This design comes from an exercise in tuning for small area and a short achievable clock period on the open sky130 flow, not from production work. In this exercise RTL edits were held to simulation tests only and were not proved equivalent to the original. Power is estimated from default activity; no workload was simulated.

oak:
==> flow/design.v <==
module spi_ram_burst #(
    parameter int MEM_DEPTH  = 256,
    parameter int ADDR_SIZE  = 8,
    parameter int DATA_WIDTH = 8,
    parameter bit AUTO_INC   = 1'b1
) (
    input  logic                  clk,
    input  logic                  rst_n,
    input  logic [DATA_WIDTH+1:0] din,
    input  logic                  rx_valid,
    input  logic                  tx_ready,
    output logic [DATA_WIDTH-1:0] dout,
    output logic                  tx_valid,
    output logic                  busy,
    output logic                  cmd_drop
);
    localparam int NCP = 4;   
    logic [1:0] opcode;
    logic [7:0] payload;
    assign opcode  = din[9:8];
    assign payload = din[7:0];
    function automatic logic [15:0] dec4(input logic [3:0] a);
        dec4 = 16'd1 << a;
    endfunction
    logic        rd_mode, more;
    logic        txv_q, busy_q, dmode_q;    
    logic        drop_q;
    logic [7:0]  remaining;
    logic [7:0]  write_address;
    logic [15:0] ra_hi;                     
    logic [7:0]  dout_q;
    logic cmd_waddr, cmd_wdata, cmd_read, hs, hs_more;
    assign cmd_waddr = !rd_mode && rx_valid && (opcode == 2'b00);
    assign cmd_wdata = !rd_mode && rx_valid && (opcode == 2'b01);
    assign cmd_read  = !rd_mode && rx_valid && (opcode == 2'b11);
    assign hs        = rd_mode && tx_ready;
    assign hs_more   = more && tx_ready;
    logic        rd_mode_c [NCP];
    logic        more_c    [NCP];
    logic [15:0] ra_lo     [NCP];
    logic [15:0] lo_next   [NCP];
    logic        ra_inc_c  [NCP];
    for (genvar c = 0; c < NCP; c++) begin : g_ctl
        logic raddr, rdcmd, inc;
        assign raddr = !rd_mode_c[c] && rx_valid && (opcode == 2'b10);
        assign rdcmd = !rd_mode_c[c] && rx_valid && (opcode == 2'b11);
        assign inc   = rdcmd || (more_c[c] && tx_ready);
        assign ra_inc_c[c] = inc;
        assign lo_next[c] = raddr ? dec4(payload[3:0])
                          : inc   ? {ra_lo[c][14:0], ra_lo[c][15]}
                          :         ra_lo[c];
        always_ff @(posedge clk or negedge rst_n) begin
            if (!rst_n) begin
                rd_mode_c[c] <= 1'b0;
                more_c[c]    <= 1'b0;
                ra_lo[c]     <= 16'd1;
            end else begin
                ra_lo[c] <= lo_next[c];
                if (rdcmd) begin
                    rd_mode_c[c] <= 1'b1;
                    more_c[c]    <= (payload != 8'd0);
                end else if (more_c[c] && tx_ready) begin
                    more_c[c]    <= (remaining != 8'd1);
                end else if (rd_mode_c[c] && tx_ready) begin
                    rd_mode_c[c] <= 1'b0;
                end
            end
        end
    end
    logic [15:0] pw_lo, pw_hi;    
    logic [7:0]  pw_data;
    logic        pw_en;
    logic [15:0] pp_lo, pp_hi;
    logic [7:0]  pp_data;
    logic        pp_en;
    always_ff @(posedge clk) begin
        pw_lo   <= dec4(write_address[3:0]);
        pw_hi   <= cmd_wdata ? dec4(write_address[7:4]) : 16'd0;
        pw_en   <= cmd_wdata;
        pw_data <= payload;
        pp_lo   <= pw_lo;
        pp_hi   <= pw_hi;
        pp_en   <= pw_en;
        pp_data <= pw_data;
    end
    logic [7:0] mem [256];
    for (genvar w = 0; w < 256; w++) begin : g_word
        always_ff @(posedge clk) begin
            if (pw_hi[w / 16] && pw_lo[w % 16]) mem[w] <= pw_data;
        end
    end
    logic [7:0] grp [16];
    for (genvar i = 0; i < 16; i++) begin : g_grp
        logic [7:0] sel;
        always_comb begin
            sel = '0;
            for (int j = 0; j < 16; j++)
                sel = sel | (mem[16 * i + j] & {8{lo_next[i / (16 / NCP)][j]}});
        end
        always_ff @(posedge clk) grp[i] <= sel;
    end
    logic [7:0] rd_arr;
    always_comb begin
        rd_arr = '0;
        for (int i = 0; i < 16; i++)
            rd_arr = rd_arr | (grp[i] & {8{ra_hi[i]}});
    end
    logic byp_w, byp_p;
    assign byp_w = pw_en && |(pw_lo & ra_lo[0]) && |(pw_hi & ra_hi);
    assign byp_p = pp_en && |(pp_lo & ra_lo[0]) && |(pp_hi & ra_hi);
    logic [7:0] rd_word;
    assign rd_word = byp_w ? pw_data : byp_p ? pp_data : rd_arr;
    logic dout_ld, dout_hold;
    assign dout_ld   = !rd_mode || tx_ready;
    assign dout_hold = dmode_q && !tx_ready;
    always_ff @(posedge clk) begin
        dout_q <= (rd_word & {8{dout_ld}}) | (dout_q & {8{dout_hold}});
    end
    always_ff @(posedge clk or negedge rst_n) begin
        if (!rst_n) begin
            rd_mode       <= 1'b0;
            more          <= 1'b0;
            txv_q         <= 1'b0;
            busy_q        <= 1'b0;
            dmode_q       <= 1'b0;
            drop_q        <= 1'b0;
            remaining     <= '0;
            write_address <= '0;
            ra_hi         <= 16'd1;
        end else begin
            drop_q <= rd_mode && rx_valid;
            if (cmd_read) rd_mode <= 1'b1;
            else if (hs && !more) rd_mode <= 1'b0;
            if (cmd_read) txv_q <= 1'b1;
            else if (txv_q && tx_ready && !more) txv_q <= 1'b0;
            if (cmd_read) busy_q <= 1'b1;
            else if (busy_q && tx_ready && !more) busy_q <= 1'b0;
            if (cmd_read) dmode_q <= 1'b1;
            else if (dmode_q && tx_ready && !more) dmode_q <= 1'b0;
            if (cmd_read) begin
                remaining <= payload;
                more      <= (payload != 8'd0);
            end else if (hs_more) begin
                remaining <= remaining - 1'b1;
                more      <= (remaining != 8'd1);
            end
            if (cmd_waddr) write_address <= payload;
            else if (cmd_wdata) write_address <= write_address + 1'b1;
            if (!rd_mode && rx_valid && (opcode == 2'b10)) ra_hi <= dec4(payload[7:4]);
            else if (ra_inc_c[0] && ra_lo[0][15]) ra_hi <= {ra_hi[14:0], ra_hi[15]};
        end
    end
    assign dout     = dout_q;
    assign tx_valid = txv_q;
    assign busy     = busy_q;
    assign cmd_drop = drop_q;
endmodule
Settings: LEC_CHECK=0, CAP_MARGIN=5, CORE_MARGIN=2, CORE_UTILIZATION=50, CTS_CLUSTER_DIAMETER=75, CTS_CLUSTER_SIZE=24, PLACE_DENSITY=0.65, SETUP_SLACK_MARGIN=1.55, SLEW_MARGIN=5; clock period 4.0 ns.
run.sh (not shown) runs the stock make flow with config.mk's settings and CLKGATE_MAP_FILE= SYNTH_SCRIPT=/design/flow/synth_recipe.tcl, a recipe that flattens the netlist after the stock synthesis.
Inputs modified between oak and pine:
- swapping 5 for 20 in SLEW_MARGIN
- swapping 24 for 30 in CTS_CLUSTER_SIZE
- swapping 5 for 20 in CAP_MARGIN
- swapping 50 for 40 in CORE_UTILIZATION
- swapping 75 for 80 in CTS_CLUSTER_DIAMETER
- clearing PLACE_DENSITY, which used to be 0.65
- swapping 1.55 for 1.8 in SETUP_SLACK_MARGIN
### Flow results
- From oak to pine, number of failing hold endpoints at the final stage did not move at all.
- pine reports a higher die area than oak does.
- oak was smaller in final cell area than pine.
- oak reports its launch point of the critical path as din[1] while pine reports rd_mode_c[2].
- What the final checks of pine revealed, after a flow that finished every stage, was a layout that fails on antenna rules.
- Of pine and oak, the run reporting the lower inserted tap cell count was oak.
- grp[9][0] as the end point of the critical path was reported by oak, and grp[8][2] by pine.
- From oak to pine the numbers moved as follows: total of plain and repair buffers excluding clock buffers increased by 314 relative to the old numbers, met2 routed wirelength went up 15000 um, time the final worst path needs with I/O delays and setup lower, worst-case register-to-register setup slack decreased by 0.07 ns relative to the old numbers, power picked up an extra about 13%.
- What oak reported for global-route wire length before repair has to be multiplied by 1.08 to get the figure for pine.
- Comparing leakage dissipation for pine and oak, the smaller number came from oak.
Modified inputs, birch compared to pine
- changing CTS_CLUSTER_DIAMETER from 80 to 75
- changing CAP_MARGIN from 20 to 5
- changing SLEW_MARGIN from 20 to 5
- changing CORE_UTILIZATION from 40 to 60
- changing SETUP_SLACK_MARGIN from 1.8 to 1.55
- setting PLACE_DENSITY to 0.72 for the first time
- changing CTS_CLUSTER_SIZE from 30 to 24
Notes after the runs:
birch completed; timing, DRC and antenna clean
Instance count of the mapped netlist came out exactly the same in pine and birch.
Compared with pine, in birch cell depth of the worst setup path fell by 5; peak ir drop on the vdd network saw an increase; wire length dropped about 13%; multi-input gate area in the final layout lower.
birch vs pine, setup slack of the critical path after layout went down by 0.0035 ns.
pine consumes more power than birch.
Taking pine as the reference, in birch switching power shrank by 16%, utilization grew by 19 points, sequential share of cell area grew by 5.6 points.
Here is what was changed in the inputs of maple compared with birch.
- SETUP_SLACK_MARGIN changed from 1.55 to 1.4
- PLACE_DENSITY changed from 0.72 to 0.7
- CORE_UTILIZATION changed from 60 to 56
==> comparison <==
Critical path's largest stage delay ended up 0.04 ns higher on maple than on birch. Between maple and birch, the total length of routed met2 wires figures differ only marginally. Relative to birch, fraction of the cycle the final worst path needs has increased by 3.3 points in maple.

## run 1
RTL: the design.v shown in full above, as it stands there.
clock: 4.0 ns
lec_check: 0
cap_margin: 5
core_margin: 2
core_utilization: 50
cts_cluster_diameter: 75
cts_cluster_size: 24
place_density: 0.65
setup_slack_margin: 1.8
slew_margin: 5
#### Input delta (run 2 over run 1)
--- a/flow/config.mk
+++ b/flow/config.mk
@@ -9,6 +9,6 @@
 export CORE_MARGIN = 2
-export CORE_UTILIZATION = 50
+export CORE_UTILIZATION = 56
 export CTS_CLUSTER_DIAMETER = 75
 export CTS_CLUSTER_SIZE = 24
-export PLACE_DENSITY = 0.65
+export PLACE_DENSITY = 0.7
 export SETUP_SLACK_MARGIN = 1.8
### Flow results
- Between run 1 and run 2, the combinational power is lower for run 2.
- Die footprint ends up higher on run 1.
- Note that the maximum vdd ir drop recorded for run 2 amounts to 0.76 times the value seen in run 1.
- Going from run 1 to run 2, layout overhead on the synthesized area shrinks by 1.2 points.
The following lists how run 3 was set up differently from run 2:
--- a/flow/config.mk
+++ b/flow/config.mk
@@ -13,3 +13,3 @@
 export PLACE_DENSITY = 0.7
-export SETUP_SLACK_MARGIN = 1.8
+export SETUP_SLACK_MARGIN = 1.55
 export SLEW_MARGIN = 5
- Summary: worst-case setup margin in the final layout, run 3 worse than run 2
- When run 3 is set beside run 2, its combinational power share turns out to be 6.2 points smaller.
- Run 3 ends up with a sequential share of cell area that is 3.9 points higher than in run 2.
- Sort run 3 and run 2 by power asc -> top: run 3
- Looking at met3 global-route usage, run 3 sits 0.73 points below run 2.
- In the flow results for run 3 and run 2, the number of standard cells in the final layout excluding fillers is smaller on run 3.

-- afterwards: timing with drivers on the ports --
The results above use ideal ports. As a check the final layouts listed here were re-extracted and re-timed, cells and wires unchanged. Step 1 (the two cells are an assumption about what drives the block):
set clk [get_ports {clk}]
set_driving_cell -lib_cell sky130_fd_sc_hd__clkbuf_16 $clk
set_driving_cell -lib_cell sky130_fd_sc_hd__buf_2 [delete_from_list [all_inputs] $clk]
Step 2 adds t to the input delays and takes it off the output delays; t is the mean of the earliest and latest rising clock arrival at the registers after step 1. Input paths then give back, and output paths get back, about the clock's delay inside the block. a / b / c = ideal ports / drivers / drivers and shift; a / b = the first two.
| run | t (ns) | setup WS [ns] | clock arrival spread, ns |
|---|---|---|---|
| oak | 0.889 | 1.464 / 1.486 / 0.597 | 0.061 / 0.062 |
| pine | 0.883 | 1.481 / 1.481 / 0.718 | 0.049 / 0.049 |
| birch | 0.847 | 1.478 / 1.478 / 0.685 | 0.048 / 0.047 |
| maple | 0.841 | 1.347 / 1.346 / 0.572 | 0.037 / 0.037 |
| run 1 | 0.897 | 1.569 / 1.569 / 0.741 | 0.062 / 0.062 |
| run 2 | 0.862 | 1.560 / 1.560 / 0.812 | 0.032 / 0.032 |
| run 3 | 0.857 | 1.508 / 1.525 / 0.690 | 0.033 / 0.032 |
The setup slack of oak, which loses most, moves by +0.022 ns with the drivers and by -0.867 ns with both steps.
